Context: an optimization exercise on an open-source flow, tuned for small area and a short achievable clock period. The choices shown serve that exercise and are no tape-out recipe. Function was checked by simulation only, so behaviour that the tests miss may differ from the original. Power figures rest on the tool's default switching activity, not on a simulated workload.

**flow/config.mk**
```make
export PLATFORM = sky130hd
export DESIGN_NAME = boot_loader_top
export DESIGN_NICKNAME = boot_loader_top
export VERILOG_FILES = /design/flow/design.v
export SDC_FILE = /design/flow/constraint.sdc
export NUM_CORES = 8
export LEC_CHECK = 0
export CAP_MARGIN = 20
export CORE_MARGIN = 2
export CORE_UTILIZATION = 30
export SLEW_MARGIN = 20
export SYNTH_MEMORY_MAX_BITS = 16384
```
**flow/constraint.sdc**
```tcl
create_clock -name core_clock -period 5.0 [get_ports {clk}]
set_input_delay 1.0000 -clock core_clock [delete_from_list [all_inputs] [get_ports {clk}]]
set_output_delay 1.0000 -clock core_clock [all_outputs]
set_load 0.01 [all_outputs]
```
**flow/design.v**
```verilog
package loader_pkg;
    typedef enum logic [1:0] {
        idle,    
        start,   
        recv,    
        stop     
    } uart_state_t;
    typedef logic [8-1:0] uart_byte_t;
    typedef logic [8-1:0] imem_addr_t;
    typedef logic [32-1:0] imem_word_t;
    typedef logic [8:0] word_count_t;
    typedef logic [$clog2(4)-1:0] byte_lane_t;
endpackage
`timescale 1ns/1ps
module uart_rx (
    input  logic       clk,
    input  logic       resetn,
    input  logic       uart_rxd,      
    input  logic       uart_rx_en,    
    output logic       rx_valid,      
    output logic       rx_break,      
    output loader_pkg::uart_byte_t rx_data
);
    localparam int CNT_W = $clog2((10_000_000 / 1_000_000));
    localparam int BIT_W = $clog2(8);
    localparam logic [CNT_W-1:0] BIT_LAST = CNT_W'((10_000_000 / 1_000_000) - 1);
    localparam logic [CNT_W-1:0] BIT_MID  = CNT_W'((10_000_000 / 1_000_000) / 2 - 1);
    localparam logic [BIT_W-1:0] LAST_BIT = BIT_W'(8 - 1);
    logic             rxd_meta;     
    logic             rxd_sync;     
    loader_pkg::uart_state_t      state;
    logic [CNT_W-1:0] cycle_cnt;    
    logic [BIT_W-1:0] bit_cnt;      
    loader_pkg::uart_byte_t       shift_reg;
    logic             mid_bit;
    logic             bit_end;
    always_ff @(posedge clk) begin
        if (!resetn) begin
            rxd_meta <= 1'b1;   
            rxd_sync <= 1'b1;
        end else if (uart_rx_en) begin
            rxd_meta <= uart_rxd;
            rxd_sync <= rxd_meta;
        end
    end
    assign mid_bit = (cycle_cnt == BIT_MID);    
    assign bit_end = (cycle_cnt == BIT_LAST);
    always_ff @(posedge clk) begin
        if (!resetn) begin
            cycle_cnt <= '0;
        end else if (state == loader_pkg::idle || bit_end) begin
            cycle_cnt <= '0;   
        end else begin
            cycle_cnt <= cycle_cnt + 1'b1;
        end
    end
    always_ff @(posedge clk) begin
        if (state == loader_pkg::recv && mid_bit) begin
            shift_reg <= {rxd_sync, shift_reg[8-1:1]};
        end
    end
    always_ff @(posedge clk) begin
        if (!resetn) begin
            state    <= loader_pkg::idle;
            bit_cnt  <= '0;
            rx_valid <= 1'b0;
            rx_break <= 1'b0;
            rx_data  <= '0;
        end else begin
            rx_valid <= 1'b0;   
            rx_break <= 1'b0;
            case (state)
                loader_pkg::idle: begin
                    bit_cnt <= '0;
                    if (!rxd_sync) begin
                        state <= loader_pkg::start;   
                    end
                end
                loader_pkg::start: begin
                    if (mid_bit && rxd_sync) begin
                        state <= loader_pkg::idle;   
                    end else if (bit_end) begin
                        state <= loader_pkg::recv;
                    end
                end
                loader_pkg::recv: begin
                    if (bit_end) begin
                        if (bit_cnt == LAST_BIT) begin
                            state <= loader_pkg::stop;
                        end else begin
                            bit_cnt <= bit_cnt + 1'b1;
                        end
                    end
                end
                loader_pkg::stop: begin
                    if (mid_bit) begin
                        rx_valid <= 1'b1;
                        rx_break <= (shift_reg == '0);
                        rx_data  <= shift_reg;
                        state    <= loader_pkg::idle;
                    end
                end
                default: state <= loader_pkg::idle;
            endcase
        end
    end
endmodule
`timescale 1ns/1ps
module word_loader (
    input  logic        clk,
    input  logic        resetn,
    input  logic        rx_valid,
    input  loader_pkg::uart_byte_t  rx_data,
    output logic        wr_en,        
    output loader_pkg::imem_addr_t  wr_addr,
    output loader_pkg::imem_word_t  wr_data,
    output loader_pkg::word_count_t word_count,   
    output logic        write_done    
);
    localparam loader_pkg::byte_lane_t LANE_LAST = loader_pkg::byte_lane_t'(4 - 1);
    loader_pkg::byte_lane_t lane;         
    loader_pkg::imem_word_t word_buf;     
    loader_pkg::imem_word_t word_next;    
    logic       mem_full;
    logic       accept;
    logic       word_full;
    assign mem_full  = (word_count == loader_pkg::word_count_t'(256));
    assign accept    = rx_valid && !write_done && !mem_full;
    assign word_full = accept && (lane == LANE_LAST);   
    always_comb begin
        word_next = word_buf;
        word_next[lane*8 +: 8] = rx_data;
    end
    always_ff @(posedge clk) begin
        if (accept) begin
            word_buf <= word_next;
        end
        if (word_full) begin
            wr_data <= word_next;
            wr_addr <= word_count[8-1:0];   
        end
    end
    always_ff @(posedge clk) begin
        if (!resetn) begin
            lane       <= '0;
            wr_en      <= 1'b0;
            word_count <= '0;
            write_done <= 1'b0;
        end else begin
            wr_en <= 1'b0;
            if (mem_full) begin
                write_done <= 1'b1;   
            end
            if (accept) begin
                lane <= lane + 1'b1;   
            end
            if (word_full) begin
                if (word_next == 32'hffff_ffff) begin
                    write_done <= 1'b1;
                end else begin
                    wr_en      <= 1'b1;
                    word_count <= word_count + 1'b1;
                end
            end
        end
    end
endmodule
`timescale 1ns/1ps
module imem_sram (
    input  logic       clk,
    input  logic       wr_en,
    input  loader_pkg::imem_addr_t wr_addr,
    input  loader_pkg::imem_word_t wr_data,
    input  logic       fetch_en,
    input  loader_pkg::imem_addr_t fetch_addr,
    output loader_pkg::imem_word_t fetch_data    
);
    loader_pkg::imem_word_t mem [256];   
    always_ff @(posedge clk) begin
        if (wr_en) begin
            mem[wr_addr] <= wr_data;   
        end
    end
    always_ff @(posedge clk) begin
        if (fetch_en) begin
            fetch_data <= mem[fetch_addr];
        end
    end
endmodule
`timescale 1ns/1ps
module boot_loader_top (
    input  logic        clk,
    input  logic        resetn,
    input  logic        uart_rxd,
    input  logic        uart_rx_en,
    output logic        uart_rx_valid,
    output logic        uart_rx_break,
    output loader_pkg::uart_byte_t  uart_rx_data,
    input  logic        fetch_en,
    input  loader_pkg::imem_addr_t  fetch_addr,
    output loader_pkg::imem_word_t  fetch_data,
    output loader_pkg::word_count_t word_count,
    output logic        write_done
);
    logic       wr_en;
    loader_pkg::imem_addr_t wr_addr;
    loader_pkg::imem_word_t wr_data;
    uart_rx u_uart_rx (
        .clk        (clk),
        .resetn     (resetn),
        .uart_rxd   (uart_rxd),
        .uart_rx_en (uart_rx_en),
        .rx_valid   (uart_rx_valid),
        .rx_break   (uart_rx_break),
        .rx_data    (uart_rx_data)
    );
    word_loader u_word_loader (
        .clk        (clk),
        .resetn     (resetn),
        .rx_valid   (uart_rx_valid),
        .rx_data    (uart_rx_data),
        .wr_en      (wr_en),
        .wr_addr    (wr_addr),
        .wr_data    (wr_data),
        .word_count (word_count),
        .write_done (write_done)
    );
    imem_sram u_imem_sram (
        .clk        (clk),
        .wr_en      (wr_en),
        .wr_addr    (wr_addr),
        .wr_data    (wr_data),
        .fetch_en   (fetch_en),
        .fetch_addr (fetch_addr),
        .fetch_data (fetch_data)
    );
endmodule
```
**flow/run.sh**
```bash
#!/bin/bash
# synth_recipe.tcl (not shown) runs the flow's synth.tcl, then flattens the netlist and writes it again
# the make line also repeats each setting of config.mk as NAME=value (left out here)
make -C /OpenROAD-flow-scripts/flow DESIGN_CONFIG=/design/flow/config.mk WORK_HOME=/design/flow/orfs CLKGATE_MAP_FILE= SYNTH_SCRIPT=/design/flow/synth_recipe.tcl finish
```
==> run notes, run 1 <==
- CTS HTree Levels: 6
- Most used DFF post-synth: sky130_fd_sc_hd__edfxtp_1
- Worst-path clk slew: approximately 0.06 ns
- IO Pins: 65
- Power density over the cells: 378.6 nW/um^2
- Largest net degree at the start of global routing: 178
- Die W: 1033 um
- Largest clock skew in the final design: 0.07757 ns
- Number of clock sinks: ~8300
- Area growth from synthesis to final layout: 16.57%
- Antenna violations before repair: 93
- Count of standard-cell rows: 378
- Fmax: 226.6 MHz
- Via total after detailed routing: 159244
- Number of cells on the worst hold path: 0
- Sum of routed wire length over all layers: 916800 um
- Transition time of the tightest slew-check pin: about 1.4 ns
- Number of pins exceeding their max-slew limit in the final report: 0
- Fraction of layout cells with a size suffix above 1: 0.2578
- Combinational power share: 0.039
- Number of max-cap violations: 0
- Num CTS Buffers: roughly 800
- Worst Path Buf+Inv: 2
- Sequential share of the synthesized area: 0.7873
- Critical Path Sink Type: flip-flop
- Run status: complete, no violations
- Mean Syn Cell Area: 22.17 um^2
- DRC violation count after routing: 0
- DR vias/cell: 5.270
- Critical path data arrival time: ~5.3 ns
- Count of TritonRoute iterations in the first routing pass: 12
- Static Leak: 115.6 nW
- Final critical-path required period: between 4 and 5 ns
- Most used standard cells in the synthesized netlist: sky130_fd_sc_hd__edfxtp_1 (8304), sky130_fd_sc_hd__mux4_2 (1664), sky130_fd_sc_hd__mux2i_1 (1388)
- Library cell occupying the most area in the post-synthesis netlist: sky130_fd_sc_hd__edfxtp_1
- Portion of total power attributed to sequential cells: 0.541
- Placer Congestion: 0.8177
- P_int: 110.5 mW
- FILL cells: 97195
- Number of enable flip-flop cells after synthesis: about 8300
- Combined area of all synthesized cells: 317600 um^2
- Number of cells upsized or downsized after cts: 0
- Total core area: 1058000 um^2
- Data required time of the critical path: 5.85 ns
- Type of the worst setup path: reg2reg
- Most instantiated library cell after synthesis: sky130_fd_sc_hd__edfxtp_1
- Number of global-route vias before repair: 156189
- Final cell area excluding filler cells: approximately 370000 um^2
- CTS tree: yes
- Final hold viol count: 0
- Post-layout total power: ~140 mW
- Flip-flop count of the largest register after layout: 8192
- Starting density of the core: 0.3003
- Clock power share: 0.420
- Die area: about 1100000 um^2
- Maximum VDD drop: 0.4362 mV
- Share of the synthesized area in the top cell type: 0.7852
- HPWL after detailed placement: 534700 um
- Count of warnings emitted by yosys: 3
- Global-route wire length before repair: approximately 1300000 um
- Setup repair after global routing missed its margin: no
- Post-CTS Setup Inserts: 0
- Placement Cell Area: between 300000 and 400000 um^2
- Buffers on Ports: 64
- Register bank with the most flops: u_imem_sram.mem
- Share of synthesized flip-flops with an asynchronous set or reset: 0
- Net count after synthesis: 14354
- Delay contributed by the slowest stage of the critical path: 0.88 ns
- Cells along the critical path: nor2b_1 > nand3_2 > buf_4 > nor2_4 > buf_4
- Cell depth of the worst flop-to-flop path: 5
- Clock insertion delay at the later pin of the skew report: 1.18 ns
- Cell family with the largest share of critical-path delay: simple AND/OR/NAND/NOR gates
- Root buf cell: sky130_fd_sc_hd__clkbuf_16
- Vertical die dimension: between 1000 and 1500 um
- Deepest clock path buffer count: 4
- ANT nets after route: 0
- Number of unique standard cell types used by synthesis: 62
- Number of nets in the finished design: 15432
- Launching element type of the critical path: flip-flop
- Slowest stage cell on the critical path: sky130_fd_sc_hd__edfxtp_1
- Total stage count of the critical path: 5
- GRT Residual Overflow: 0
- Final-layout setup total negative slack: 0 ns
- Kind of path behind the tightest hold check: reg2reg
- DRT iter0 DRCs: 23845
- Period utilisation layout: 0.8824
- Finish-stage setup viols: 0
- Number of hold buffers added after cts: 0
- Top fanout value on the critical path: 23
- Switching component of the power: 29.71 mW
- Slew HR: 0.07533
- Flip-flop and latch count after synthesis: about 8300
- Instance count of the mapped netlist: around 14000
- CP most frequent cell: sky130_fd_sc_hd__buf_4
- Avg WL per Cell: a little over 30 um
- Top area cells in the synthesized netlist: sky130_fd_sc_hd__edfxtp_1 (79%), sky130_fd_sc_hd__mux4_2 (12%), sky130_fd_sc_hd__mux2i_1 (4.4%), sky130_fd_sc_hd__o22ai_1 (1.1%), sky130_fd_sc_hd__clkbuf_1 (0.47%)
- Global routing usage summed across all routing layers: 0.1652
- Switching share of total power: 0.2119
==> power groups by stage <==
| stage | sequential, mW | combinational [mW] | clock, mW |
|---|---|---|---|
| finish | 75.8 | 5.40 | 58.9 |
| global route | 75.8 | 5.60 | 62.3 |
| detailed placement | 77.3 | 5.40 | 0 |
| CTS | 75.8 | 5.41 | 59.7 |
| global placement | 77.3 | 5.35 | 0 |
| floorplan | 77.2 | 3.21 | 0 |
==> kinds of logic after synthesis <==
| kind of cell | synth area share |
|---|---|
| AO/OA/AOI/OAI | 0.02322 |
| XOR/XNOR | 0.0001103 |
| adder cells (fa/ha/maj) | 0.0005122 |
| buffers and inverters | 0.01206 |
| flip-flops | 0.7873 |
| multiplexers | 0.1629 |
| AND/OR/NAND/NOR | 0.01385 |
==> path summary, 6_finish.rpt <==
path	from	to	slack, ns
min reg2reg	u_uart_rx.shift_reg[6]	u_uart_rx.shift_reg[5]	0.48
max	u_word_loader.wr_addr[0]	u_imem_sram.mem[213][21]	0.59
min	u_uart_rx.shift_reg[6]	u_uart_rx.shift_reg[5]	0.48
max reg2reg	u_word_loader.wr_addr[0]	u_imem_sram.mem[213][21]	0.59
==> layout make-up <==
cell class | count | area [um^2] | area share
Clock inverter | 440 | 4036 | 0.01090
Clock buffer | 1045 | 21190 | 0.05725
Tap cell | 14060 | 17590 | 0.04752
Multi-Input combinational cell | 5138 | 66240 | 0.1789
Timing Repair Buffer | 1100 | 10850 | 0.02930
Inverter | 22 | 82.58 | 0.0002231
Sequential cell | 8338 | 250000 | 0.6754
Antenna cell | 75 | 187.7 | 0.0005069
==> per-layer routing <==
layer | GRT usage | part of all wire
met2 | 0.2561 | 0.46
met5 | 0.0006668 | 0.00038
met4 | 0.04358 | 0.028
met1 | 0.2351 | 0.41
met3 | 0.03795 | 0.11
==> cell usage in the layout, fill, tap and decap left out, drive strengths merged, types with 5 or more instances in the layout <==
| master | n |
|---|---|
| a221oi | 64 |
| nor4 | 68 |
| dfxtp | 34 |
| nor3 | 226 |
| diode | 75 |
| a21o | 13 |
| o41ai | 33 |
| mux4 | 1664 |
| ha | 13 |
| a22oi | 99 |
| a21oi | 73 |
| mux2i | 1388 |
| inv | 48 |
| clkinvlp | 16 |
| o211ai | 42 |
| nor2b | 25 |
| buf | 1045 |
| edfxtp | 8304 |
| o22ai | 544 |
| nand3 | 36 |
| clkinv | 351 |
| clkbuf | 1045 |
| a22o | 47 |
| mux2 | 33 |
| bufinv | 47 |
| a32oi | 5 |
| nand2b | 9 |
| nor2 | 386 |
| nand4 | 51 |
| o21ai | 195 |
| nand2 | 30 |
| or4 | 35 |
| clkdlybuf4s50 | 55 |
==> worst register-to-register path: cells and delay by family, from the launching register on <==
kind / cells / cell delay, ns
AND/OR/NAND/NOR: 3 / 2.39
flip-flops: 1 / 0.88
buffers and inverters: 2 / 0.87
==> through the flow <==
stage	utilization	worst slack [ns]	hold slack, ns	instances
detailed placement	0.3259	-0.3749	0.4666	28652
finish	0.3501	0.5878	0.4786	30218
global route	0.3499	0.5942	0.5052	30144
CTS	0.3497	0.7156	0.4549	30137
floorplan	-	0.9543	0.4413	14328
global placement	0.3252	-1.837	0.4615	28614
==> inputs of run 2 (changes only) <==
--- a/flow/design.v
+++ b/flow/design.v
@@ -113,6 +113,6 @@
     input  loader_pkg::uart_byte_t  rx_data,
     output logic        wr_en,        
-    output loader_pkg::imem_addr_t  wr_addr,
-    output loader_pkg::imem_word_t  wr_data,
+    output loader_pkg::imem_addr_t  wr_addr,      
+    output loader_pkg::imem_word_t  wr_data,      
     output loader_pkg::word_count_t word_count,   
     output logic        write_done    
@@ -120,21 +120,20 @@
     localparam loader_pkg::byte_lane_t LANE_LAST = loader_pkg::byte_lane_t'(4 - 1);
     loader_pkg::byte_lane_t lane;         
-    loader_pkg::imem_word_t word_buf;     
+    logic [23:0] word_buf;                
     loader_pkg::imem_word_t word_next;    
     logic       mem_full;
     logic       accept;
     logic       word_full;
+    logic       word_end;
     assign mem_full  = (word_count == loader_pkg::word_count_t'(256));
     assign accept    = rx_valid && !write_done && !mem_full;
     assign word_full = accept && (lane == LANE_LAST);   
-    always_comb begin
-        word_next = word_buf;
-        word_next[lane*8 +: 8] = rx_data;
-    end
-    always_ff @(posedge clk) begin
-        if (accept) begin
-            word_buf <= word_next;
-        end
-        if (word_full) begin
+    assign word_next = {rx_data, word_buf};
+    assign word_end  = (word_next == 32'hffff_ffff);
+    always_ff @(posedge clk) begin
+        if (accept && lane != LANE_LAST) begin
+            word_buf[lane*8 +: 8] <= rx_data;
+        end
+        if (word_full && !word_end) begin
             wr_data <= word_next;
             wr_addr <= word_count[8-1:0];   
@@ -156,5 +155,5 @@
             end
             if (word_full) begin
-                if (word_next == 32'hffff_ffff) begin
+                if (word_end) begin
                     write_done <= 1'b1;
                 end else begin
@@ -169,4 +168,5 @@
 module imem_sram (
     input  logic       clk,
+    input  logic       resetn,
     input  logic       wr_en,
     input  loader_pkg::imem_addr_t wr_addr,
@@ -176,15 +176,125 @@
     output loader_pkg::imem_word_t fetch_data    
 );
-    loader_pkg::imem_word_t mem [256];   
-    always_ff @(posedge clk) begin
-        if (wr_en) begin
-            mem[wr_addr] <= wr_data;   
-        end
+    localparam int N = 16;                        
+    localparam int W = 32;
+    logic [N-1:0] phase;                          
+    logic       wr_pend;
+    logic       wr_wait;                          
+    logic [N-1:0] wr_take;                        
+    logic [N-1:0][N-1:0][W-1:0] ring_n;           
+    logic [N-1:0] ring_sel_n;                     
+    logic [N-1:0] place_sel;                      
+    logic [N-1:0][W-1:0] place_word;              
+    loader_pkg::imem_word_t read_word;
+    always_ff @(posedge clk) begin
+        if (!resetn) begin
+            phase <= N'(1);
+        end else begin
+            phase <= {phase[N-2:0], phase[N-1]};
+        end
+    end
+    assign wr_wait = wr_en || wr_pend;
+    always_ff @(posedge clk) begin
+        if (!resetn) begin
+            wr_pend <= 1'b0;
+            wr_take <= '0;
+        end else begin
+            wr_pend <= wr_wait && !(|wr_take);
+            for (int r = 0; r < N; r++) begin
+                wr_take[r] <= wr_wait && !(|wr_take) && (wr_addr[7:4] == r)
+                              && phase[(~wr_addr[3:0] - 4'd1) & 4'hf];
+            end
+        end
+    end
+    for (genvar r = 0; r < N; r++) begin : g_ring
+        logic take;
+        logic take_n;
+        loader_pkg::imem_word_t ring_in;
+        assign take   = wr_take[r];
+        assign take_n = !wr_take[r];
+        for (genvar b = 0; b < W; b++) begin : g_in
+            rd_ao22 u_in (.a1(~wr_data[b]), .a2(take), .b1(ring_n[r][N-1][b]), .b2(take_n), .y(ring_in[b]));
+        end
+        always_ff @(posedge clk) begin
+            ring_n[r][0] <= ring_in;
+            for (int p = 1; p < N; p++) begin
+                ring_n[r][p] <= ring_n[r][p-1];
+            end
+        end
+    end
+    imem_ring_dec u_ring_dec (
+        .addr  (fetch_addr[7:4]),
+        .sel_n (ring_sel_n)
+    );
+    imem_place_dec u_place_dec (
+        .addr  (fetch_addr[3:0]),
+        .phase (phase),
+        .sel   (place_sel)
+    );
+    for (genvar p = 0; p < N; p++) begin : g_place
+        for (genvar b = 0; b < W; b++) begin : g_bit
+            logic [7:0] pair;    
+            for (genvar i = 0; i < 8; i++) begin : g_pair
+                rd_oai22 u (.a1(ring_n[2*i][p][b]), .a2(ring_sel_n[2*i]),
+                            .b1(ring_n[2*i+1][p][b]), .b2(ring_sel_n[2*i+1]), .y(pair[i]));
+            end
+            rd_or8 u_or (.x(pair), .y(place_word[p][b]));
+        end
+    end
+    for (genvar b = 0; b < W; b++) begin : g_bit
+        logic [N-1:0] col;
+        logic [1:0]   half;
+        for (genvar p = 0; p < N; p++) begin : g_col
+            assign col[p] = place_word[p][b];
+        end
+        rd_andor8 u_lo (.x(col[7:0]),  .s(place_sel[7:0]),  .y(half[0]));
+        rd_andor8 u_hi (.x(col[15:8]), .s(place_sel[15:8]), .y(half[1]));
+        assign read_word[b] = half[0] | half[1];
     end
     always_ff @(posedge clk) begin
         if (fetch_en) begin
-            fetch_data <= mem[fetch_addr];
-        end
-    end
+            fetch_data <= (fetch_addr == wr_addr) ? wr_data : read_word;
+        end
+    end
+endmodule
+module imem_ring_dec (
+    input  logic [3:0]  addr,
+    output logic [15:0] sel_n
+);
+    always_comb begin
+        for (int r = 0; r < 16; r++) begin
+            sel_n[r] = (addr != r);
+        end
+    end
+endmodule
+module imem_place_dec (
+    input  logic [3:0]  addr,
+    input  logic [15:0] phase,
+    output logic [15:0] sel
+);
+    logic [15:0] addr_hot;
+    always_comb begin
+        for (int i = 0; i < 16; i++) begin
+            addr_hot[i] = (addr == i);
+        end
+        for (int p = 0; p < 16; p++) begin
+            sel[p] = 1'b0;
+            for (int i = 0; i < 16; i++) begin
+                sel[p] = sel[p] | (addr_hot[i] & phase[(p - i + 16) % 16]);
+            end
+        end
+    end
+endmodule
+module rd_ao22 (input logic a1, input logic a2, input logic b1, input logic b2, output logic y);
+    assign y = (a1 & a2) | (b1 & b2);
+endmodule
+module rd_oai22 (input logic a1, input logic a2, input logic b1, input logic b2, output logic y);
+    assign y = ~((a1 | a2) & (b1 | b2));
+endmodule
+module rd_or8 (input logic [7:0] x, output logic y);
+    assign y = |x;
+endmodule
+module rd_andor8 (input logic [7:0] x, input logic [7:0] s, output logic y);
+    assign y = |(x & s);
 endmodule
 `timescale 1ns/1ps
@@ -228,4 +338,5 @@
     imem_sram u_imem_sram (
         .clk        (clk),
+        .resetn     (resetn),
         .wr_en      (wr_en),
         .wr_addr    (wr_addr),
--- a/flow/config.mk
+++ b/flow/config.mk
@@ -8,5 +8,9 @@
 export CAP_MARGIN = 20
 export CORE_MARGIN = 2
-export CORE_UTILIZATION = 30
+export CORE_UTILIZATION = 60
+export CTS_CLUSTER_DIAMETER = 80
+export CTS_CLUSTER_SIZE = 30
+export SETUP_SLACK_MARGIN = 2.3
 export SLEW_MARGIN = 20
+export SYNTH_HIERARCHICAL = 1
 export SYNTH_MEMORY_MAX_BITS = 16384
==> run notes, run 2 <==
- Library cell occupying the most area in the post-synthesis netlist: sky130_fd_sc_hd__dfxtp_1
- Fmax: 332.9 MHz (+47%)
- Launching element type of the critical path: input pin
- Total core area: 355900 um^2 (-66%)
- Share of the synthesized area in the top cell type: 0.7706 (-0.01455)
- Root buf cell: sky130_fd_sc_hd__clkbuf_16
- Routing layer with the top usage in global route: met2
- ANT nets after route: 0 (unchanged)
- Deepest clock path buffer count: 4 (unchanged)
- Final hold viol count: 0 (unchanged)
- Transition time of the tightest slew-check pin: 1.285 ns (-0.1016 ns)
- Largest net degree at the start of global routing: 68 (-62%)
- Number of global-route vias before repair: 146348 (-6.3%)
- Count of TritonRoute iterations in the first routing pass: 8 (-4)
- Largest clock skew in the final design: 0.05971 ns (-0.01787 ns)
- Number of enable flip-flop cells after synthesis: 104 (-99%)
- Cells along the critical path: buf_4 > buf_16 > buf_4 > nand4bb_4 > buf_12 > buf_16 > buf_6 > o22ai_1 > nor4_2 > nand2_1 > a22oi_1 > nand4_1 > nor2_1 > mux2i_1
- Number of nets in the finished design: 17256 (+12%)
- Num CTS Buffers: 317 (-61%)
- Vertical die dimension: 602.0 um (-42%)
- Power density over the cells: 412.3 nW/um^2 (+8.9%)
- Maximum VDD drop: 0.3586 mV (-18%)
- Instance count of the mapped netlist: 15665 (+9.3%)
- Die area: 362400 um^2 (-66%)
- Post-layout instance count excluding filler cells: 22135 (-27%)
- Number of max-cap violations: 0 (unchanged)
- Combined area of all synthesized cells: 214600 um^2 (-32%)
- Slowest stage cell on the critical path: sky130_fd_sc_hd__nor4_2
- Most used standard cells in the synthesized netlist: sky130_fd_sc_hd__dfxtp_1 (8259), sky130_fd_sc_hd__o22ai_1 (4105), sky130_fd_sc_hd__nor4_1 (1039)
- Met3 capacity usage during global routing: 0.1100 (+0.07206)
- DRT iter0 DRCs: 21797 (-8.6%)
- Top area cells in the synthesized netlist: sky130_fd_sc_hd__dfxtp_1 (77%), sky130_fd_sc_hd__o22ai_1 (12%), sky130_fd_sc_hd__nor4_1 (3.0%), sky130_fd_sc_hd__a22o_1 (2.1%), sky130_fd_sc_hd__edfxtp_1 (1.5%)
- Worst-path clk slew: 0.11 ns (+0.05 ns)
- Count of standard-cell rows: 219 (-42%)
- Final cell area excluding filler cells: 255100 um^2 (-31%)
- Finish-stage setup viols: 0 (unchanged)
- Post-layout total power: 105.1 mW (-25%)
- Run status: complete, no violations
- Delay contributed by the slowest stage of the critical path: 0.42 ns (-0.46 ns)
- DR vias/cell: 6.943 (+32%)
- Utilization after layout: 0.7166 (+0.3665)
- Portion of total power attributed to sequential cells: 0.635 (+0.094)
- Fraction of synthesized area in multiplexers: 0.004240 (-0.1587)
- Area growth from synthesis to final layout: 18.88%
- Post-synthesis share of cell area spent on and, or, nand and nor gates: 0.05117 (+0.03732)
- Fraction of layout cells with a size suffix above 1: 0.1510 (-0.1068)
- Count of warnings emitted by yosys: 11 (+8)
- Number of clock sinks: 8363 (+0.30%)
- Leading cell type in the layout, fill and taps excluded: sky130_fd_sc_hd__dfxtp_1
- Starting density of the core: 0.6028 (+0.3025)
- Via total after detailed routing: 153687 (-3.5%)
- Antenna violations before repair: 71 (-24%)
- Most instantiated library cell after synthesis: sky130_fd_sc_hd__dfxtp_1
- Top fanout value on the critical path: 23 (unchanged)
- Complex-gate fraction of the synthesized area: 0.1549 (+0.1317)
- Sequential share of the synthesized area: 0.7852 (-0.002142)
- Cell family with the largest share of critical-path delay: buffers and inverters
- Global routing usage summed across all routing layers: 0.4023 (+0.2371)
- Period utilisation layout: 0.6008 (-0.2817)
- GRT Residual Overflow: 0 (unchanged)
- HPWL after detailed placement: 416100 um (-22%)
- Combinational power share: 0.062 (+0.023)
- GR Util met2: 0.5834 (+0.3273)
- Registers with the highest flip-flop counts: u_imem_sram.ring_n (8192), u_imem_sram.fetch_data (32), u_word_loader.wr_data (32)
- Placer Congestion: 0.9342 (+14%)
- Global-route wire length before repair: 1059000 um (-16%)
- Worst Path Buf+Inv: 6 (+4)
- Share of synthesized flip-flops with an asynchronous set or reset: 0 (unchanged)
- Setup repair after global routing missed its margin: yes
- Net count after synthesis: 15691 (+9.3%)
- Buffers on Ports: 64 (unchanged)
- Number of pins exceeding their max-slew limit in the final report: 0 (unchanged)
- Fin Hold WS: 0.3275 ns (-0.1511 ns)
- DRC violation count after routing: 0 (unchanged)
- Most used DFF post-synth: sky130_fd_sc_hd__dfxtp_1
- Post-placement cell count: 21062 (-26%)
- Number of unique standard cell types used by synthesis: 69 (+11%)
- Register bank with the most flops: u_imem_sram.ring_n
- Main combinational cell family by area after synthesis: compound AO/OA/AOI/OAI gates
- Mean Syn Cell Area: 13.70 um^2 (-38%)
- CTS tree: yes
- Clock insertion delay at the later pin of the skew report: 1.01 ns (-0.17 ns)
- IO Pins: 65 (unchanged)
- Post-synthesis adder-cell area fraction: 0.0007581 (+0.0002460)
- Number of hold buffers added after cts: 0 (unchanged)
- Kind of path behind the tightest hold check: reg2reg
- Data required time of the critical path: 5.71 ns (-0.14 ns)
- Area share of xor/xnor cells in the synthesized design: 0.0005715 (+0.0004612)
- Avg WL per Cell: 35.06 um (+16%)
- Clock power share: 0.303 (-0.117)
- P_int: 81.82 mW (-26%)
- Die W: 602.0 um (-42%)
- Critical Path Sink Type: flip-flop
- Switching component of the power: 23.33 mW (-21%)
- Commonest non-fill, non-tap cells in the layout: sky130_fd_sc_hd__dfxtp_1 (8214), sky130_fd_sc_hd__o22ai_1 (3945), sky130_fd_sc_hd__buf_4 (606), sky130_fd_sc_hd__nand2_1 (591), sky130_fd_sc_hd__a22o_1 (526)
- Slew HR: 0.1431 (+0.06773)
- CTS HTree Levels: 5 (-1)
- Sum of routed wire length over all layers: 776000 um (-15%)
- Critical path data arrival time: 3.72 ns (-1.55 ns)
- Flip-flop count of the largest register after layout: 8192 (unchanged)
- Final critical-path required period: 3.004 ns (-1.408 ns)
- Switching share of total power: 0.2219 (+0.009943)
- Placement Cell Area: 228000 um^2 (-34%)
- Type of the worst setup path: in2reg
- Flip-flop and latch count after synthesis: 8363 (+0.30%)
- Static Leak: 102.5 nW (-11%)
- Grt met1 use: 0.5394 (+0.3043)
## run 2: path summary, 6_finish.rpt
| check | cells past startpoint | to | slack (ns) | startpoint |
|---|---|---|---|---|
| max | 14 | u_imem_sram.fetch_data[2] | 2.00 | fetch_addr[6] |
| min | 0 | u_imem_sram.ring_n[1446] | 0.33 | u_imem_sram.ring_n[1414] |
| max reg2reg | 11 | u_imem_sram.fetch_data[3] | 2.06 | u_imem_sram.phase[12] |
| min reg2reg | 0 | u_imem_sram.ring_n[1446] | 0.33 | u_imem_sram.ring_n[1414] |
## run 2: power by group through the flow
stage               Sequential [mW]  Combinational, mW  Clock [mW]
floorplan                      68.3               3.25           0
global placement               68.3               4.78           0
detailed placement             68.3               4.78           0
CTS                            66.8               5.86        31.7
global route                   66.8               6.67        34.1
finish                         66.8               6.50        31.9
## run 2: kinds of logic after synthesis
logic type | after synthesis
buffers and inverters | 154
adder cells (fa/ha/maj) | 13
XOR/XNOR | 14
AO/OA/AOI/OAI | 5045
flip-flops | 8363
multiplexers | 84
AND/OR/NAND/NOR | 1992
## run 2: what timing repair did
action | CTS | global route
gates resized for setup | 1303 | 532
setup buffers | 290 | 118
pin swaps | 314 | 363
cloned | 144 | 48
endpoints found under the setup margin | 154 | 78
## run 2: worst register-to-register path: stages, from the launching register on
cell	delay (ns)
sky130_fd_sc_hd__dfxtp_4	0.43
sky130_fd_sc_hd__nand2b_4	0.11
sky130_fd_sc_hd__buf_4	0.14
sky130_fd_sc_hd__o21ai_1	0.09
sky130_fd_sc_hd__a2111oi_1	0.43
sky130_fd_sc_hd__buf_4	0.19
sky130_fd_sc_hd__o21ai_4	0.06
sky130_fd_sc_hd__buf_12	0.21
sky130_fd_sc_hd__a22oi_2	0.61
sky130_fd_sc_hd__nand4_1	0.18
sky130_fd_sc_hd__nor2_2	0.16
sky130_fd_sc_hd__mux2i_1	0.08
## run 2: per-module statistics from Yosys, one instance, submodules excluded, excerpt
module,cells inside,copies in the design,area [um^2]
rd_andor8,5,64,36.28
imem_ring_dec,20,1,186.4
uart_rx,112,1,1204
imem_place_dec,395,1,2489
rd_or8,3,512,16.27
rd_oai22,1,4096,6.256
word_loader,222,1,3064
imem_sram,8452,1,166900
rd_ao22,1,512,8.758
## run 2: stage by stage
step / setup WS [ns] / TNS, ns
final: 1.996 / 0
after global routing: 2.005 / 0
after CTS: 2.047 / 0
after detailed placement: 0.003219 / 0
after global placement: 0.03917 / 0
after floorplan: -10.02 / -320.54
## run 2: metal layers
layer / vias up / part of all wire
li1: 63802 / -
met1: 76509 / 0.39
met2: 10933 / 0.42
met3: 2414 / 0.12
met4: 29 / 0.068
met5: - / 0.00027
## run 2: final cells by class
class	count	area [um^2]
sequential	8363	168600
clock inverter	8	98.84
clock buffer	389	8617
timing repair buffer	1323	19590
multi-input combinational	7149	51670
fill	23750	100900
tap	4751	5944
antenna	76	190.2
inverter	76	325.3
==> inputs of run 3 (changes only) <==
--- a/flow/design.v
+++ b/flow/design.v
@@ -182,9 +182,11 @@
     logic       wr_wait;                          
     logic [N-1:0] wr_take;                        
-    logic [N-1:0][N-1:0][W-1:0] ring_n;           
-    logic [N-1:0] ring_sel_n;                     
-    logic [N-1:0] place_sel;                      
-    logic [N-1:0][W-1:0] place_word;              
+    logic [N-1:0][N-1:0][W-1:0] ring;             
+    logic [N-1:0] ring_sel;                       
+    logic [N-1:0] place_sel_n;                    
+    logic       bypass;
+    logic [N-1:0][W-1:0] place_word_n;            
     loader_pkg::imem_word_t read_word;
+    loader_pkg::imem_word_t by_word;
     always_ff @(posedge clk) begin
         if (!resetn) begin
@@ -214,45 +216,53 @@
         assign take_n = !wr_take[r];
         for (genvar b = 0; b < W; b++) begin : g_in
-            rd_ao22 u_in (.a1(~wr_data[b]), .a2(take), .b1(ring_n[r][N-1][b]), .b2(take_n), .y(ring_in[b]));
+            rd_ao22 u_in (.a1(wr_data[b]), .a2(take), .b1(ring[r][N-1][b]), .b2(take_n), .y(ring_in[b]));
         end
         always_ff @(posedge clk) begin
-            ring_n[r][0] <= ring_in;
+            ring[r][0] <= ring_in;
             for (int p = 1; p < N; p++) begin
-                ring_n[r][p] <= ring_n[r][p-1];
+                ring[r][p] <= ring[r][p-1];
             end
         end
     end
     imem_ring_dec u_ring_dec (
-        .addr  (fetch_addr[7:4]),
-        .sel_n (ring_sel_n)
+        .addr (fetch_addr[7:4]),
+        .sel  (ring_sel)
     );
+    assign bypass = (fetch_addr == wr_addr);
     imem_place_dec u_place_dec (
-        .addr  (fetch_addr[3:0]),
-        .phase (phase),
-        .sel   (place_sel)
+        .addr   (fetch_addr[3:0]),
+        .phase  (phase),
+        .bypass (bypass),
+        .sel_n  (place_sel_n)
     );
     for (genvar p = 0; p < N; p++) begin : g_place
         for (genvar b = 0; b < W; b++) begin : g_bit
-            logic [7:0] pair;    
-            for (genvar i = 0; i < 8; i++) begin : g_pair
-                rd_oai22 u (.a1(ring_n[2*i][p][b]), .a2(ring_sel_n[2*i]),
-                            .b1(ring_n[2*i+1][p][b]), .b2(ring_sel_n[2*i+1]), .y(pair[i]));
+            logic [N-1:0] col;
+            logic [1:0]   half;
+            for (genvar r = 0; r < N; r++) begin : g_col
+                assign col[r] = ring[r][p][b];
             end
-            rd_or8 u_or (.x(pair), .y(place_word[p][b]));
+            rd_andor8 u_lo (.x(col[7:0]),  .s(ring_sel[7:0]),  .y(half[0]));
+            rd_andor8 u_hi (.x(col[15:8]), .s(ring_sel[15:8]), .y(half[1]));
+            rd_nor2   u_or (.a(half[0]), .b(half[1]), .y(place_word_n[p][b]));
         end
     end
     for (genvar b = 0; b < W; b++) begin : g_bit
-        logic [N-1:0] col;
-        logic [1:0]   half;
-        for (genvar p = 0; p < N; p++) begin : g_col
-            assign col[p] = place_word[p][b];
-        end
-        rd_andor8 u_lo (.x(col[7:0]),  .s(place_sel[7:0]),  .y(half[0]));
-        rd_andor8 u_hi (.x(col[15:8]), .s(place_sel[15:8]), .y(half[1]));
-        assign read_word[b] = half[0] | half[1];
+        logic [7:0] pair;    
+        logic [3:0] quad_n;
+        for (genvar i = 0; i < 8; i++) begin : g_pair
+            rd_oai22 u (.a1(place_word_n[2*i][b]), .a2(place_sel_n[2*i]),
+                        .b1(place_word_n[2*i+1][b]), .b2(place_sel_n[2*i+1]), .y(pair[i]));
+        end
+        assign by_word[b] = bypass & wr_data[b];
+        rd_nor3 u_q0 (.a(pair[0]), .b(pair[1]), .c(by_word[b]), .y(quad_n[0]));
+        rd_nor2 u_q1 (.a(pair[2]), .b(pair[3]), .y(quad_n[1]));
+        rd_nor2 u_q2 (.a(pair[4]), .b(pair[5]), .y(quad_n[2]));
+        rd_nor2 u_q3 (.a(pair[6]), .b(pair[7]), .y(quad_n[3]));
+        rd_nand4 u_or (.a(quad_n[0]), .b(quad_n[1]), .c(quad_n[2]), .d(quad_n[3]), .y(read_word[b]));
     end
     always_ff @(posedge clk) begin
         if (fetch_en) begin
-            fetch_data <= (fetch_addr == wr_addr) ? wr_data : read_word;
+            fetch_data <= read_word;
         end
     end
@@ -260,9 +270,9 @@
 module imem_ring_dec (
     input  logic [3:0]  addr,
-    output logic [15:0] sel_n
+    output logic [15:0] sel
 );
     always_comb begin
         for (int r = 0; r < 16; r++) begin
-            sel_n[r] = (addr != r);
+            sel[r] = (addr == r);
         end
     end
@@ -271,7 +281,9 @@
     input  logic [3:0]  addr,
     input  logic [15:0] phase,
-    output logic [15:0] sel
+    input  logic        bypass,
+    output logic [15:0] sel_n
 );
     logic [15:0] addr_hot;
+    logic [15:0] sel;
     always_comb begin
         for (int i = 0; i < 16; i++) begin
@@ -283,4 +295,5 @@
                 sel[p] = sel[p] | (addr_hot[i] & phase[(p - i + 16) % 16]);
             end
+            sel_n[p] = !(sel[p] && !bypass);
         end
     end
@@ -292,10 +305,16 @@
     assign y = ~((a1 | a2) & (b1 | b2));
 endmodule
-module rd_or8 (input logic [7:0] x, output logic y);
-    assign y = |x;
-endmodule
 module rd_andor8 (input logic [7:0] x, input logic [7:0] s, output logic y);
     assign y = |(x & s);
 endmodule
+module rd_nor2 (input logic a, input logic b, output logic y);
+    assign y = ~(a | b);
+endmodule
+module rd_nor3 (input logic a, input logic b, input logic c, output logic y);
+    assign y = ~(a | b | c);
+endmodule
+module rd_nand4 (input logic a, input logic b, input logic c, input logic d, output logic y);
+    assign y = ~(a & b & c & d);
+endmodule
 `timescale 1ns/1ps
 module boot_loader_top (
--- a/flow/config.mk
+++ b/flow/config.mk
@@ -11,5 +11,5 @@
 export CTS_CLUSTER_DIAMETER = 80
 export CTS_CLUSTER_SIZE = 30
-export SETUP_SLACK_MARGIN = 2.3
+export SETUP_SLACK_MARGIN = 2.5
 export SLEW_MARGIN = 20
 export SYNTH_HIERARCHICAL = 1
==> run notes, run 3 <==
- DRC violation count after routing: 0 (unchanged)
- GRT Residual Overflow: 0 (unchanged)
- Switching share of total power: 0.2074 (-0.01444)
- Most used DFF post-synth: sky130_fd_sc_hd__dfxtp_1
- Post-layout instance count excluding filler cells: 21332 (-3.6%)
- Fmax: 329.7 MHz (-0.97%)
- Deepest clock path buffer count: 4 (unchanged)
- Leading cell type in the layout, fill and taps excluded: sky130_fd_sc_hd__dfxtp_1
- Post-placement cell count: 20716 (-1.6%)
- ANT nets after route: 0 (unchanged)
- Largest clock skew in the final design: 0.04225 ns (-0.01746 ns)
- Number of unique standard cell types used by synthesis: 75 (+8.7%)
- Utilization after layout: 0.6691 (-0.04745)
- IO Pins: 65 (unchanged)
- Post-synthesis share of cell area spent on and, or, nand and nor gates: 0.05051 (-0.0006544)
- Registers with the highest flip-flop counts: u_imem_sram.ring (8192), u_imem_sram.fetch_data (32), u_word_loader.wr_data (32)
- Static Leak: 87.51 nW (-15%)
- Power density over the cells: 413.6 nW/um^2 (+0.34%)
- Die W: 607.6 um (+0.93%)
- Vertical die dimension: 607.6 um (+0.93%)
- Clock insertion delay at the later pin of the skew report: 1.00 ns (about the same)
- Transition time of the tightest slew-check pin: 1.225 ns (-0.06042 ns)
- Count of standard-cell rows: 221 (+0.91%)
- Largest net degree at the start of global routing: 97 (+43%)
- Combined area of all synthesized cells: 218600 um^2 (+1.9%)
- HPWL after detailed placement: 406700 um (-2.3%)
- Final hold viol count: 0 (unchanged)
- CTS tree: yes
- Switching component of the power: 20.81 mW (-11%)
- Commonest non-fill, non-tap cells in the layout: sky130_fd_sc_hd__dfxtp_1 (8222), sky130_fd_sc_hd__a22oi_1 (4106), sky130_fd_sc_hd__nand4_1 (1072), sky130_fd_sc_hd__nor2_1 (587), sky130_fd_sc_hd__a22o_1 (512)
- Number of nets in the finished design: 16448 (-4.7%)
- Num CTS Buffers: 317 (unchanged)
- Count of TritonRoute iterations in the first routing pass: 7 (-1)
- Slew HR: 0.1833 (+0.04028)
- Global routing usage summed across all routing layers: 0.3484 (-0.05388)
- Starting density of the core: 0.6030 (about the same)
- Area share of xor/xnor cells in the synthesized design: 0.0006010 (+0.00002950)
- Flip-flop and latch count after synthesis: 8363 (unchanged)
- Register bank with the most flops: u_imem_sram.ring
- Most instantiated library cell after synthesis: sky130_fd_sc_hd__dfxtp_1
- Library cell occupying the most area in the post-synthesis netlist: sky130_fd_sc_hd__dfxtp_1
- Post-layout total power: 100.3 mW (-4.6%)
- Global-route wire length before repair: 960800 um (-9.3%)
- Placer Congestion: 0.8985 (-3.8%)
- Kind of path behind the tightest hold check: reg2reg
- Die area: 369200 um^2 (+1.9%)
- Area growth from synthesis to final layout: 10.97%
- CTS HTree Levels: 5 (unchanged)
- Sum of routed wire length over all layers: 668900 um (-14%)
- Setup repair after global routing missed its margin: yes
- Total core area: 362500 um^2 (+1.8%)
- Via total after detailed routing: 141591 (-7.9%)
- Setup WS post-layout: 1.967 ns (-0.02940 ns)
- P_int: 79.52 mW (-2.8%)
- Most used standard cells in the synthesized netlist: sky130_fd_sc_hd__dfxtp_1 (8259), sky130_fd_sc_hd__a22oi_1 (4106), sky130_fd_sc_hd__nand4_1 (1072)
- Portion of total power attributed to sequential cells: 0.665 (+0.030)
- Fraction of synthesized area in multiplexers: 0.003514 (-0.0007252)
- Type of the worst setup path: reg2reg
- Mean Syn Cell Area: 14.10 um^2 (+2.9%)
- Antenna violations before repair: 42 (-41%)
- Post-synthesis adder-cell area fraction: 0.0007441 (-0.00001402)
- Combinational power share: 0.019 (-0.043)
- Share of the synthesized area in the top cell type: 0.7564 (-0.01425)
- Instance count of the mapped netlist: 15504 (-1.0%)
- Data required time of the critical path: 5.72 ns (about the same)
- Number of global-route vias before repair: 138177 (-5.6%)
- Number of pins exceeding their max-slew limit in the final report: 0 (unchanged)
- Main combinational cell family by area after synthesis: compound AO/OA/AOI/OAI gates
- Final critical-path required period: 3.033 ns (+0.02940 ns)
- Flip-flop count of the largest register after layout: 8192 (unchanged)
- Top fanout value on the critical path: 7 (-70%)
- Fraction of layout cells with a size suffix above 1: 0.07512 (-0.07591)
- Run status: complete, no violations
- Number of hold buffers added after cts: 0 (unchanged)
- Launching element type of the critical path: flip-flop
- Avg WL per Cell: 31.35 um (-11%)
- Share of synthesized flip-flops with an asynchronous set or reset: 0 (unchanged)
- Top area cells in the synthesized netlist: sky130_fd_sc_hd__dfxtp_1 (76%), sky130_fd_sc_hd__a22oi_1 (14%), sky130_fd_sc_hd__nand4_1 (3.1%), sky130_fd_sc_hd__a22o_1 (2.1%), sky130_fd_sc_hd__edfxtp_1 (1.4%)
- Net count after synthesis: 15530 (-1.0%)
- Critical path data arrival time: 3.75 ns (+0.03 ns)
- Root buf cell: sky130_fd_sc_hd__clkbuf_16
- Number of clock sinks: 8363 (unchanged)
- Number of enable flip-flop cells after synthesis: 104 (unchanged)
- Complex-gate fraction of the synthesized area: 0.1719 (+0.01700)
- Sequential share of the synthesized area: 0.7707 (-0.01452)
- Pre-CTS setup slack: 0.2132 ns (+0.2099 ns)
- Period utilisation layout: 0.6067 (+0.005880)
- DRT iter0 DRCs: 16811 (-23%)
- DR vias/cell: 6.637 (-4.4%)
- Worst-path clk slew: 0.12 ns (about the same)
- Clock power share: 0.316 (+0.013)
- Buffers on Ports: 64 (unchanged)
- Maximum VDD drop: 0.3524 mV (-1.7%)
- Finish-stage setup viols: 0 (unchanged)
- Number of max-cap violations: 0 (unchanged)
- Count of warnings emitted by yosys: 11 (unchanged)
- Critical Path Sink Type: flip-flop
==> run 3: changes by cell type after synthesis, moves of 23 or more <==
| cell | change |
|---|---|
| sky130_fd_sc_hd__mux2i_1 | -40 |
| sky130_fd_sc_hd__nor3_2 | +32 |
| sky130_fd_sc_hd__nand4_1 | +988 |
| sky130_fd_sc_hd__nor2_1 | +583 |
| sky130_fd_sc_hd__and2_1 | +28 |
| sky130_fd_sc_hd__buf_2 | -23 |
| sky130_fd_sc_hd__nor4_1 | -1022 |
| sky130_fd_sc_hd__nand3_1 | -37 |
| sky130_fd_sc_hd__o22ai_1 | -3849 |
| sky130_fd_sc_hd__nand2_1 | -522 |
| sky130_fd_sc_hd__a22oi_1 | +3831 |
==> run 3: power groups by stage <==
stage / logic (mW) / registers [mW] / clock network (mW)
floorplan: 0.580 / 68.2 / 0
global placement: 1.59 / 68.3 / 0
detailed placement: 1.60 / 68.3 / 0
CTS: 1.85 / 66.7 / 31.9
global route: 1.95 / 66.7 / 34.2
finish: 1.96 / 66.7 / 31.7
==> run 3: area by class of cell <==
type	count	area, um^2
diodes	31	77.57
clock buffers	389	8574
clock inverters	15	146.4
fillers	26020	119900
inverters	54	246.5
multi-input cells	7054	50700
flip-flops and latches	8363	168600
well taps	4794	5998
repair buffers	632	8219
==> run 3: worst paths after layout <==
kind / start / end / slack, ns / cells after the start
min reg2reg: u_imem_sram.ring[5087] / u_imem_sram.ring[5119] / 0.33 / 0
max reg2reg: u_word_loader.wr_addr[7] / u_imem_sram.fetch_data[3] / 1.97 / 13
min: u_imem_sram.ring[5087] / u_imem_sram.ring[5119] / 0.33 / 0
max: u_word_loader.wr_addr[7] / u_imem_sram.fetch_data[3] / 1.97 / 13
==> run 3: timing repair <==
action	CTS	global route
buffers inserted	138	19
resized for setup	489	49
cloned	20	3
setup endpoints to repair	160	97
pin swaps	112	52
==> run 3: routing by layer <==
metal  part of all wire  up-vias  track usage  wire length (um)
met2               0.44     7295       0.5172            291000
met5            0.00011        -            0                76
met1               0.43    71405       0.4890            284700
li1                   -    61349            -                 -
met3              0.089     1530      0.07232             59490
met4              0.050       12       0.1654             33590
==> run 3: metrics by stage <==
stage | hold WS (ns) | instance area, um^2 | setup TNS (ns)
2_1_floorplan | 0.3316 | 218600 | -294.21
3_3_place_gp | 0.3323 | 230300 | 0
3_5_place_dp | 0.3355 | 230300 | 0
4_1_cts | 0.3310 | 242000 | 0
5_1_grt | 0.3425 | 242500 | 0
6_report | 0.3266 | 242600 | 0
==> run 3: modules after synthesis, one instance, submodules excluded, a selection <==
| module | times used | area (um^2) | cells inside | flops+latches |
|---|---|---|---|---|
| imem_place_dec | 1 | 1498 | 191 | 0 |
| imem_ring_dec | 1 | 276.5 | 20 | 0 |
| rd_ao22 | 512 | 8.758 | 1 | 0 |
| uart_rx | 1 | 1204 | 112 | 29 |
| rd_nor3 | 32 | 10.01 | 1 | 0 |
| imem_sram | 1 | 166500 | 8388 | 8257 |
| rd_nor2 | 608 | 3.754 | 1 | 0 |
| word_loader | 1 | 3085 | 233 | 77 |
| rd_andor8 | 1024 | 36.28 | 5 | 0 |
| rd_oai22 | 256 | 6.256 | 1 | 0 |
| rd_nand4 | 32 | 6.256 | 1 | 0 |
==> run 3: worst max-delay path, stage by stage (launching register included) <==
cell and delay (ns):
sky130_fd_sc_hd__edfxtp_1 0.44, sky130_fd_sc_hd__buf_12 0.17, sky130_fd_sc_hd__xnor2_2 0.14, sky130_fd_sc_hd__nand4_1 0.17
sky130_fd_sc_hd__nor2_4 0.24, sky130_fd_sc_hd__clkinvlp_4 0.19, sky130_fd_sc_hd__and3_4 0.19, sky130_fd_sc_hd__a311oi_4 0.31
sky130_fd_sc_hd__buf_12 0.21, sky130_fd_sc_hd__buf_12 0.14, sky130_fd_sc_hd__buf_16 0.18, sky130_fd_sc_hd__o22ai_2 0.09
sky130_fd_sc_hd__nor2_1 0.12, sky130_fd_sc_hd__nand4_1 0.12
==> run 3: cells by family (layout without fill, tap and decap cells) <==
logic type / Yosys count / count (layout)
flops: 8363 / 8363
compound gates: 4971 / 4971
buf+inv: 95 / 1090
fa+ha+maj: 13 / 13
xor+xnor: 15 / 15
other cells: 0 / 31
mux: 54 / 55
simple gates: 1993 / 2000
==> inputs of run 4 (changes only) <==
--- a/flow/design.v
+++ b/flow/design.v
@@ -131,4 +131,5 @@
     assign word_next = {rx_data, word_buf};
     assign word_end  = (word_next == 32'hffff_ffff);
+    assign wr_data   = word_next;
     always_ff @(posedge clk) begin
         if (accept && lane != LANE_LAST) begin
@@ -136,5 +137,4 @@
         end
         if (word_full && !word_end) begin
-            wr_data <= word_next;
             wr_addr <= word_count[8-1:0];   
         end
@@ -183,10 +183,15 @@
     logic [N-1:0] wr_take;                        
     logic [N-1:0][N-1:0][W-1:0] ring;             
-    logic [N-1:0] ring_sel;                       
+    logic [W-1:0][N-1:0] ring_sel;                
     logic [N-1:0] place_sel_n;                    
     logic       bypass;
     logic [N-1:0][W-1:0] place_word_n;            
-    loader_pkg::imem_word_t read_word;
-    loader_pkg::imem_word_t by_word;
+    loader_pkg::imem_word_t fetch_hold;
+    loader_pkg::imem_word_t hold_next;
+    loader_pkg::imem_word_t data_next;
+    loader_pkg::imem_word_t data_other;
+    logic       data_keep;
+    logic       data_keep_n;
+    logic       bypass_n;
     always_ff @(posedge clk) begin
         if (!resetn) begin
@@ -225,13 +230,14 @@
         end
     end
-    imem_ring_dec u_ring_dec (
-        .addr (fetch_addr[7:4]),
-        .sel  (ring_sel)
-    );
-    assign bypass = (fetch_addr == wr_addr);
+    for (genvar b = 0; b < W; b++) begin : g_ring_dec
+        imem_ring_dec u_ring_dec (
+            .addr (fetch_addr[7:4]),
+            .sel  (ring_sel[b])
+        );
+    end
+    assign bypass = wr_wait && (fetch_addr == wr_addr);
     imem_place_dec u_place_dec (
         .addr   (fetch_addr[3:0]),
         .phase  (phase),
-        .bypass (bypass),
         .sel_n  (place_sel_n)
     );
@@ -243,6 +249,6 @@
                 assign col[r] = ring[r][p][b];
             end
-            rd_andor8 u_lo (.x(col[7:0]),  .s(ring_sel[7:0]),  .y(half[0]));
-            rd_andor8 u_hi (.x(col[15:8]), .s(ring_sel[15:8]), .y(half[1]));
+            rd_andor8 u_lo (.x(col[7:0]),  .s(ring_sel[b][7:0]),  .y(half[0]));
+            rd_andor8 u_hi (.x(col[15:8]), .s(ring_sel[b][15:8]), .y(half[1]));
             rd_nor2   u_or (.a(half[0]), .b(half[1]), .y(place_word_n[p][b]));
         end
@@ -255,16 +261,23 @@
                         .b1(place_word_n[2*i+1][b]), .b2(place_sel_n[2*i+1]), .y(pair[i]));
         end
-        assign by_word[b] = bypass & wr_data[b];
-        rd_nor3 u_q0 (.a(pair[0]), .b(pair[1]), .c(by_word[b]), .y(quad_n[0]));
+        rd_nor2 u_q0 (.a(pair[0]), .b(pair[1]), .y(quad_n[0]));
         rd_nor2 u_q1 (.a(pair[2]), .b(pair[3]), .y(quad_n[1]));
         rd_nor2 u_q2 (.a(pair[4]), .b(pair[5]), .y(quad_n[2]));
         rd_nor2 u_q3 (.a(pair[6]), .b(pair[7]), .y(quad_n[3]));
-        rd_nand4 u_or (.a(quad_n[0]), .b(quad_n[1]), .c(quad_n[2]), .d(quad_n[3]), .y(read_word[b]));
+        rd_out u_hold (.q(quad_n), .s(bypass), .s_n(bypass_n), .d(wr_data[b]), .y(hold_next[b]));
+        rd_out u_data (.q(quad_n), .s(data_keep), .s_n(data_keep_n), .d(data_other[b]), .y(data_next[b]));
     end
+    assign data_keep  = !fetch_en || bypass;
+    assign data_keep_n = !data_keep;
+    assign bypass_n    = !bypass;
+    assign data_other = fetch_en ? wr_data : fetch_hold;
     always_ff @(posedge clk) begin
         if (fetch_en) begin
-            fetch_data <= read_word;
+            fetch_hold <= hold_next;
         end
     end
+    always_ff @(posedge clk) begin
+        fetch_data <= data_next;
+    end
 endmodule
 module imem_ring_dec (
@@ -272,8 +285,16 @@
     output logic [15:0] sel
 );
-    always_comb begin
-        for (int r = 0; r < 16; r++) begin
-            sel[r] = (addr == r);
-        end
+    logic [3:0] addr_n;
+    logic [3:0] lo_n;      
+    logic [3:0] hi_n;      
+    for (genvar i = 0; i < 4; i++) begin : g_inv
+        rd_inv u (.a(addr[i]), .y(addr_n[i]));
+    end
+    for (genvar k = 0; k < 4; k++) begin : g_pre
+        rd_nand2 u_lo (.a(k[0] ? addr[0] : addr_n[0]), .b(k[1] ? addr[1] : addr_n[1]), .y(lo_n[k]));
+        rd_nand2 u_hi (.a(k[0] ? addr[2] : addr_n[2]), .b(k[1] ? addr[3] : addr_n[3]), .y(hi_n[k]));
+    end
+    for (genvar r = 0; r < 16; r++) begin : g_sel
+        rd_nor2 u (.a(lo_n[r%4]), .b(hi_n[r/4]), .y(sel[r]));
     end
 endmodule
@@ -281,21 +302,37 @@
     input  logic [3:0]  addr,
     input  logic [15:0] phase,
-    input  logic        bypass,
     output logic [15:0] sel_n
 );
-    logic [15:0] addr_hot;
-    logic [15:0] sel;
-    always_comb begin
-        for (int i = 0; i < 16; i++) begin
-            addr_hot[i] = (addr == i);
-        end
-        for (int p = 0; p < 16; p++) begin
-            sel[p] = 1'b0;
-            for (int i = 0; i < 16; i++) begin
-                sel[p] = sel[p] | (addr_hot[i] & phase[(p - i + 16) % 16]);
-            end
-            sel_n[p] = !(sel[p] && !bypass);
-        end
-    end
+    logic [3:0]  addr_n;
+    logic [15:0] phase_n;
+    logic [3:0]  lo_n;      
+    logic [3:0]  hi_n;      
+    logic [15:0] turn_n;    
+    for (genvar i = 0; i < 4; i++) begin : g_inv
+        rd_inv u (.a(addr[i]), .y(addr_n[i]));
+    end
+    for (genvar i = 0; i < 16; i++) begin : g_ph
+        rd_inv u (.a(phase[i]), .y(phase_n[i]));
+    end
+    for (genvar k = 0; k < 4; k++) begin : g_pre
+        rd_nand2 u_lo (.a(k[0] ? addr[0] : addr_n[0]), .b(k[1] ? addr[1] : addr_n[1]), .y(lo_n[k]));
+        rd_nand2 u_hi (.a(k[0] ? addr[2] : addr_n[2]), .b(k[1] ? addr[3] : addr_n[3]), .y(hi_n[k]));
+    end
+    for (genvar p = 0; p < 16; p++) begin : g_turn
+        rd_and4n u_t (.x({phase_n[(p+13)%16], phase_n[(p+14)%16], phase_n[(p+15)%16], phase_n[p]}),
+                      .s(lo_n), .y(turn_n[p]));
+        rd_and4n u_s (.x({turn_n[(p+4)%16], turn_n[(p+8)%16], turn_n[(p+12)%16], turn_n[p]}),
+                      .s(hi_n), .y(sel_n[p]));
+    end
+endmodule
+module rd_and4n (
+    input  logic [3:0] x,
+    input  logic [3:0] s,
+    output logic       y
+);
+    logic [1:0] h;
+    rd_oai22 u_a (.a1(x[0]), .a2(s[0]), .b1(x[1]), .b2(s[1]), .y(h[0]));
+    rd_oai22 u_b (.a1(x[2]), .a2(s[2]), .b1(x[3]), .b2(s[3]), .y(h[1]));
+    rd_nor2  u_y (.a(h[0]), .b(h[1]), .y(y));
 endmodule
 module rd_ao22 (input logic a1, input logic a2, input logic b1, input logic b2, output logic y);
@@ -308,9 +345,21 @@
     assign y = |(x & s);
 endmodule
+module rd_inv (input logic a, output logic y);
+    assign y = ~a;
+endmodule
+module rd_nand2 (input logic a, input logic b, output logic y);
+    assign y = ~(a & b);
+endmodule
 module rd_nor2 (input logic a, input logic b, output logic y);
     assign y = ~(a | b);
 endmodule
-module rd_nor3 (input logic a, input logic b, input logic c, output logic y);
-    assign y = ~(a | b | c);
+module rd_out (input logic [3:0] q, input logic s, input logic s_n, input logic d, output logic y);
+    logic r;
+    logic a;
+    logic b;
+    rd_nand4 u_r (.a(q[0]), .b(q[1]), .c(q[2]), .d(q[3]), .y(r));
+    rd_nand2 u_a (.a(r), .b(s_n), .y(a));
+    rd_nand2 u_b (.a(d), .b(s), .y(b));
+    rd_nand2 u_y (.a(a), .b(b), .y(y));
 endmodule
 module rd_nand4 (input logic a, input logic b, input logic c, input logic d, output logic y);
--- a/flow/config.mk
+++ b/flow/config.mk
@@ -11,5 +11,5 @@
 export CTS_CLUSTER_DIAMETER = 80
 export CTS_CLUSTER_SIZE = 30
-export SETUP_SLACK_MARGIN = 2.5
+export SETUP_SLACK_MARGIN = 2.6
 export SLEW_MARGIN = 20
 export SYNTH_HIERARCHICAL = 1
==> run notes, run 4 <==
- Count of warnings emitted by yosys: 9 (-2)
- Instance count of the mapped netlist: 16553 (+6.8%)
- Number of pins exceeding their max-slew limit in the final report: 0 (unchanged)
- Final critical-path required period: 2.669 ns (-0.3645 ns)
- Slowest stage cell on the critical path: sky130_fd_sc_hd__dfxtp_4
- Num CTS Buffers: 317 (unchanged)
- Critical path data arrival time: 1.67 ns (-2.08 ns)
- Most used DFF post-synth: sky130_fd_sc_hd__dfxtp_1
- Deepest clock path buffer count: 4 (unchanged)
- Registers with the highest flip-flop counts: u_imem_sram.ring (8192), u_imem_sram.fetch_data (32), u_imem_sram.fetch_hold (32)
- Final hold viol count: 0 (unchanged)
- Slew HR: 0.1613 (-0.02201)
- Avg WL per Cell: 30.20 um (-3.7%)
- Fmax: 374.7 MHz (+14%)
- Largest clock skew in the final design: 0.03571 ns (-0.006537 ns)
- Maximum VDD drop: 0.3060 mV (-13%)
- DR vias/cell: 6.418 (-3.3%)
- Launching element type of the critical path: flip-flop
- Power density over the cells: 401.9 nW/um^2 (-2.8%)
- Kind of path behind the tightest hold check: reg2reg
- Static Leak: 91.80 nW (+4.9%)
- Flip-flop count of the largest register after layout: 8192 (unchanged)
- Count of TritonRoute iterations in the first routing pass: 12 (+5)
- Top area cells in the synthesized netlist: sky130_fd_sc_hd__dfxtp_1 (75%), sky130_fd_sc_hd__a22oi_1 (14%), sky130_fd_sc_hd__nand4_1 (3.1%), sky130_fd_sc_hd__nor2_1 (2.0%), sky130_fd_sc_hd__a22o_1 (2.0%)
- Die area: 373900 um^2 (+1.3%)
- Sum of routed wire length over all layers: 687800 um (+2.8%)
- HPWL after detailed placement: 385300 um (-5.3%)
- Starting density of the core: 0.6017 (-0.001325)
- DRC violation count after routing: 0 (unchanged)
- FILL cells: 26940 (+3.5%)
- Area growth from synthesis to final layout: 12.52%
- Share of the synthesized area in the top cell type: 0.7496 (-0.006796)
- Via total after detailed routing: 146161 (+3.2%)
- Mean Syn Cell Area: 13.38 um^2 (-5.1%)
- Setup WS post-layout: 2.331 ns (+0.3645 ns)
- Total core area: 368000 um^2 (+1.5%)
- Top fanout value on the critical path: 3 (-4)
- Worst Path Buf+Inv: 1 (-4)
- Pre-CTS setup slack: 0.4120 ns (+0.1988 ns)
- Number of nets in the finished design: 17821 (+8.3%)
- Fraction of layout cells with a size suffix above 1: 0.1095 (+0.03436)
- Buffers on Ports: 64 (unchanged)
- Utilization after layout: 0.6770 (+0.007893)
- Placer Congestion: 0.8594 (-4.4%)
- Placement Cell Area: 233100 um^2 (+1.2%)
- CTS tree: yes
- Share of synthesized flip-flops with an asynchronous set or reset: 0 (unchanged)
- Count of standard-cell rows: 223 (+0.90%)
- Leading cell type in the layout, fill and taps excluded: sky130_fd_sc_hd__dfxtp_1
- GRT Residual Overflow: 0 (unchanged)
- ANT nets after route: 0 (unchanged)
- Vertical die dimension: 611.5 um (+0.64%)
- Finish-stage setup viols: 0 (unchanged)
- Period utilisation layout: 0.5338 (-0.07290)
- Transition time of the tightest slew-check pin: 1.258 ns (+0.03302 ns)
- Most used standard cells in the synthesized netlist: sky130_fd_sc_hd__dfxtp_1 (8291), sky130_fd_sc_hd__a22oi_1 (4096), sky130_fd_sc_hd__nor2_1 (1195)
- Antenna violations before repair: 72 (+71%)
- Cell family with the largest share of critical-path delay: flip-flops
- Run status: complete, no violations
- Number of clock sinks: 8363 (unchanged)
- Delay contributed by the slowest stage of the critical path: 0.51 ns (+0.07 ns)
- Sequential share of the synthesized area: 0.7593 (-0.01132)
- Register bank with the most flops: u_imem_sram.ring
- Net count after synthesis: 16579 (+6.8%)
- DRT iter0 DRCs: 17503 (+4.1%)
- Number of enable flip-flop cells after synthesis: 72 (-31%)
- CTS HTree Levels: 5 (unchanged)
- Clock insertion delay at the later pin of the skew report: 1.04 ns (+0.04 ns)
- Global-route wire length before repair: 969100 um (+0.87%)
- Type of the worst setup path: reg2out
- Number of unique standard cell types used by synthesis: 45 (-40%)
- Final cell area excluding filler cells: 249200 um^2 (+2.7%)
- Flip-flop and latch count after synthesis: 8363 (unchanged)
- Library cell occupying the most area in the post-synthesis netlist: sky130_fd_sc_hd__dfxtp_1
- Number of max-cap violations: 0 (unchanged)
- Data required time of the critical path: 4.00 ns (-1.72 ns)
- Root buf cell: sky130_fd_sc_hd__clkbuf_16
- Largest net degree at the start of global routing: 35 (-64%)
- Critical Path Sink Type: primary output
- Setup repair after global routing missed its margin: yes
- Combined area of all synthesized cells: 221400 um^2 (+1.3%)
- Global routing usage summed across all routing layers: 0.3524 (+0.003999)
- Final-layout setup total negative slack: 0 ns (unchanged)
- Number of global-route vias before repair: 138591 (+0.30%)
- IO Pins: 65 (unchanged)
- Cells along the critical path: buf_6
- Die W: 611.5 um (+0.64%)
- Worst-path clk slew: 0.12 ns (about the same)
- Commonest non-fill, non-tap cells in the layout: sky130_fd_sc_hd__dfxtp_1 (8222), sky130_fd_sc_hd__a22oi_1 (3962), sky130_fd_sc_hd__nand4_1 (1102), sky130_fd_sc_hd__nor2_1 (1036), sky130_fd_sc_hd__buf_4 (596)
- Most instantiated library cell after synthesis: sky130_fd_sc_hd__dfxtp_1
- Number of hold buffers added after cts: 0 (unchanged)
==> run 4: changes by cell type in the layout (fill, tap and decap cells not counted), sizes merged, moves of 29 or more <==
cell,change
nand4,+29
nand2,+447
mux2,+29
inv,+140
diode,+47
nor3,-33
edfxtp,-32
dfxtp,+32
o22ai,+64
nor2,+568
and2,-29
buf,+288
==> run 4: cells by family (layout without fill, tap and decap cells) <==
family | count (synthesis) | after routing | share of synthesized area
XOR/XNOR | 14 | 14 | 0.0005538
buffers and inverters | 223 | 1519 | 0.004029
AND/OR/NAND/NOR | 2913 | 2920 | 0.06307
AO/OA/AOI/OAI | 4965 | 4966 | 0.1691
other | 0 | 78 | 0
adder cells (fa/ha/maj) | 13 | 13 | 0.0007346
flip-flops | 8363 | 8363 | 0.7593
multiplexers | 62 | 63 | 0.003159
==> run 4: what timing repair did <==
item | 4_1_cts | 5_1_grt
gates resized for setup | 808 | 434
setup buffers | 172 | 52
pin swaps | 158 | 212
gates cloned | 46 | 19
endpoints found under the setup margin | 203 | 174
==> run 4: routing by layer <==
| metal | up-vias | GRT usage | part of all wire |
|---|---|---|---|
| met5 | - | 0.0007749 | 0.00046 |
| met4 | 32 | 0.1575 | 0.048 |
| met3 | 1481 | 0.1067 | 0.11 |
| met2 | 7390 | 0.5152 | 0.43 |
| met1 | 72223 | 0.4827 | 0.42 |
| li1 | 65035 | - | - |
==> run 4: power by group <==
group | switching [mW] | internal [mW] | total (mW)
clock | 19.3 | 12.0 | 31.3
sequential | 0.0250 | 66.7 | 66.7
combinational | 1.59 | 0.568 | 2.16
total | 21.0 | 79.2 | 100
==> run 4: cell type report <==
type / instances / area (um^2) / share of cell area
diodes: 78 / 195.2 / 0.0007834
clock buffers: 368 / 8304 / 0.03333
clock inverters: 14 / 120.1 / 0.0004821
inverters: 199 / 804.5 / 0.003229
multi-input cells: 7976 / 54990 / 0.2207
flip-flops and latches: 8363 / 168400 / 0.6757
well taps: 4837 / 6052 / 0.02429
repair buffers: 938 / 10330 / 0.04146
==> run 4: worst paths after layout <==
| kind | startpoint | to | slack [ns] | depth (start not counted) |
|---|---|---|---|---|
| worst max-delay path | u_uart_rx.rx_valid | uart_rx_valid | 2.33 | 1 |
| worst max register to register | u_word_loader.wr_addr[0] | u_imem_sram.fetch_data[28] | 2.36 | 13 |
| worst min register to register | u_imem_sram.ring[7558] | u_imem_sram.ring[7590] | 0.33 | 0 |
| worst min-delay path | u_imem_sram.ring[7558] | u_imem_sram.ring[7590] | 0.33 | 0 |
==> run 4: Yosys stat by module (local to each module, per instance), excerpt <==
module,flip-flops and latches,cells inside,copies in the design,area [um^2]
imem_sram,8289,8424,1,167300
word_loader,45,213,1,2163
uart_rx,29,112,1,1204
rd_andor8,0,5,1024,36.28
rd_ao22,0,1,512,8.758
rd_nand4,0,1,64,6.256
rd_oai22,0,1,320,6.256
rd_inv,0,1,148,3.754
rd_nand2,0,1,456,3.754
rd_nor2,0,1,1184,3.754
==> run 4: per-stage QoR <==
step / hold WS, ns / std cells / total power [mW]
detailed placement: 0.3355 / 22024 / 69.81
global placement: 0.3318 / 22022 / 69.79
CTS: 0.3363 / 22624 / 100.1
finish: 0.3326 / 22773 / 100.1
global route: 0.3368 / 22705 / 102.7
floorplan: 0.3316 / 16553 / 68.86

Check on run 4: ideal ports give 2.331 ns setup slack; a clkbuf_16 on the clock port and buf_2 on the inputs give 1.961 ns; moving port delays by the midpoint clock arrival (1.108 ns) as well gives 0.853 ns.
